Context: an optimization exercise on an open-source flow, tuned for small area, a short achievable clock period and few clock cycles per item. The choices shown serve that exercise and are no tape-out recipe.
The RTL was checked by simulation tests, not by an equivalence proof against the original design.
No activity file was given, so power comes from the tool's default toggle rates.

Design fft_mask_mult_pipe, start of the top module:
module fft_mask_mult_pipe (
    input  logic               clk_i,
    input  logic               rst_i,
    input  logic               clr_i,
    input  logic               in_valid_i,
    output logic               in_ready_o,
    input  logic signed [15:0] in_re_i,
    input  logic signed [15:0] in_im_i,
    input  logic signed [15:0] mask_i,
    input  logic               in_last_i,
    output logic               out_valid_o,
    input  logic               out_ready_i,
    output logic signed [15:0] out_re_o,
    output logic signed [15:0] out_im_o,
    output logic [8:0]         out_bin_o,
    output logic               out_last_o,
    output logic               sat_o,
    output logic               frame_err_o
);
Size: about 1,400 cells after synthesis.
export LEC_CHECK = 0
export ABC_AREA = 1
export CAP_MARGIN = 20
export CORE_MARGIN = 2
export CORE_UTILIZATION = 40
export CTS_BUF_LIST = sky130_fd_sc_hd__clkbuf_16 sky130_fd_sc_hd__clkbuf_8
export CTS_CLUSTER_DIAMETER = 100
export CTS_CLUSTER_SIZE = 30
export SETUP_SLACK_MARGIN = 3.7
export SLEW_MARGIN = 20
export TNS_END_PERCENT = 5
create_clock -name core_clock -period 7.0 [get_ports {clk_i}]
standard.sh (not shown) runs the stock make flow with config.mk's settings and CLKGATE_MAP_FILE= SYNTH_SCRIPT=/design/flow/synth_recipe.tcl, a recipe that flattens the netlist after the stock synthesis.
==> flow/flow/run.sh <==
#!/bin/bash
# Own layout flow: the standard flow, with two changes.
#  1. After the standard synthesis, flow/fixpol.py re-chooses the polarity of
#     full-adder, xor and De Morgan-dual cells so fewer inverters remain, and
#     dissolves synthesis buffers (the placer re-buffers); the netlist's
#     function, registers and ports are unchanged.
#  2. Ports are buffered with buf_1 cells (BUFFER_PORTS_ARGS) instead of the
#     default pick.
# Each tool's full output goes to a log file in this folder.
set -euo pipefail
R=orfs/results/sky130hd/fft_mask_mult_pipe/base
export BUFFER_PORTS_ARGS="-buffer_cell sky130_fd_sc_hd__buf_1"
bash standard.sh synth > synth.log 2>&1
cp $R/1_2_yosys.v 1_2_yosys_standard.v
python3 flow/fixpol.py $FLOW_HOME/platforms/sky130hd/lib/sky130_fd_sc_hd__tt_025C_1v80.lib $R/1_2_yosys.v 0.5 > fixpol.log 2>&1
rm -f $R/1_synth.odb $R/1_synth.sdc
bash standard.sh synth > synth_odb.log 2>&1
bash standard.sh finish > finish.log 2>&1
Other scripts of this flow, unchanged in this note and not shown: flow/flow/fixpol.py
Testbench counts at the start, summed over its fixed seeds: cycles 32,920, items 32,896.
Next try:
Settings changed: SETUP_SLACK_MARGIN 3.7 to 3.5, TNS_END_PERCENT 5 to 20.
Result:
- The new run finished with timing, DRC and antenna clean
- power decreases by 0.77%
- critical path depth climbs by 3
- final cell count drops by 2.5%
- flip-flop and latch count is unchanged
- clock skew barely changes
- setup slack got worse by 0.15 ns
- combinational power fell by about 2%
- cell area goes down by 2.8%
- global-route usage came out lower by 0.48 points
- sequential power goes up by about 2%
Next try:
Settings changed: CORE_UTILIZATION 40 to 55, SETUP_SLACK_MARGIN 3.5 to 3.8.
=> The changed run produced a clean layout; final area climbs by 2.5%; critical path depth does not change; clock power came out lower by 12%.
Next try:
Settings changed: CORE_UTILIZATION 55 to 40, SETUP_SLACK_MARGIN 3.8 to 4.1.
Effect: Via count rose by about 2%; count of clock-buffer cells in the layout is higher by 1; maximum frequency goes up by 4.1%; global-route usage came out lower by 6.7 points; sequential share of layout area drops by 1.5 points; final cell count goes up by about 10%; setup slack gains 0.13 ns; first-iteration DRC count shrinks by 0.88%.
Next try:
Settings changed: PLACE_DENSITY from default to 0.75, SETUP_SLACK_MARGIN 4.1 to 3.8.
Routed wire length falls by about 0.9%. Clock-buffer cell count falls by 1. Final area goes down by 2.6%. Total power is lower by about 2%. Sequential share of layout area grows by 0.77 points.
Next try:
Settings changed: PLACE_DENSITY 0.75 to default, SETUP_SLACK_MARGIN 3.8 to 3.7.
Result: Core utilization is lower by 1.1 points. Sequential share of layout area is higher by 0.66 points. Clock-buffer cell count is higher by 2. Routed wire length is lower by about 3%. Non-clock buffer count is lower by 19. Maximum frequency is lower by 3.3%. Setup slack gets worse by 0.11 ns. Die area stays the same.

==> static timing again, ports no longer ideal <==
Ports are ideal in the flow. The routed layouts listed here were re-timed in OpenROAD.
Step 1, drivers: a clkbuf_16 drives clk_i and a buf_2 each remaining input, both assumed.
Step 2 also shifts input and output timing later by t, the mid clock arrival at the registers, as if the neighbouring blocks saw the same clock.
Three values: ideal, step 1, step 2; two values: the first two.
| run | t (ns) | setup slack, ns | hold slack, ns | worst data-port slew with drivers (ns) |
|---|---|---|---|---|
| the first run | 0.571 | 3.698 / 3.677 / 3.677 | 0.441 / 0.441 / 0.441 | 0.06 |
| the second run | 0.574 | 3.547 / 3.547 / 3.547 | 0.442 / 0.442 / 0.442 | 0.06 |
| the third run | 0.545 | 3.693 / 3.693 / 3.474 | 0.440 / 0.440 / 0.440 | 0.04 |
| the fourth run | 0.562 | 3.824 / 3.817 / 3.740 | 0.445 / 0.445 / 0.445 | 0.04 |
| the fifth run | 0.544 | 3.807 / 3.798 / 3.703 | 0.434 / 0.434 / 0.434 | 0.05 |
| the sixth run | 0.570 | 3.698 / 3.677 / 3.677 | 0.442 / 0.442 / 0.442 | 0.06 |
After both steps setup and hold are still met in every run listed. The setup slack of the third run, which loses most, moves by 0.000 ns with the drivers and by -0.219 ns with both steps.
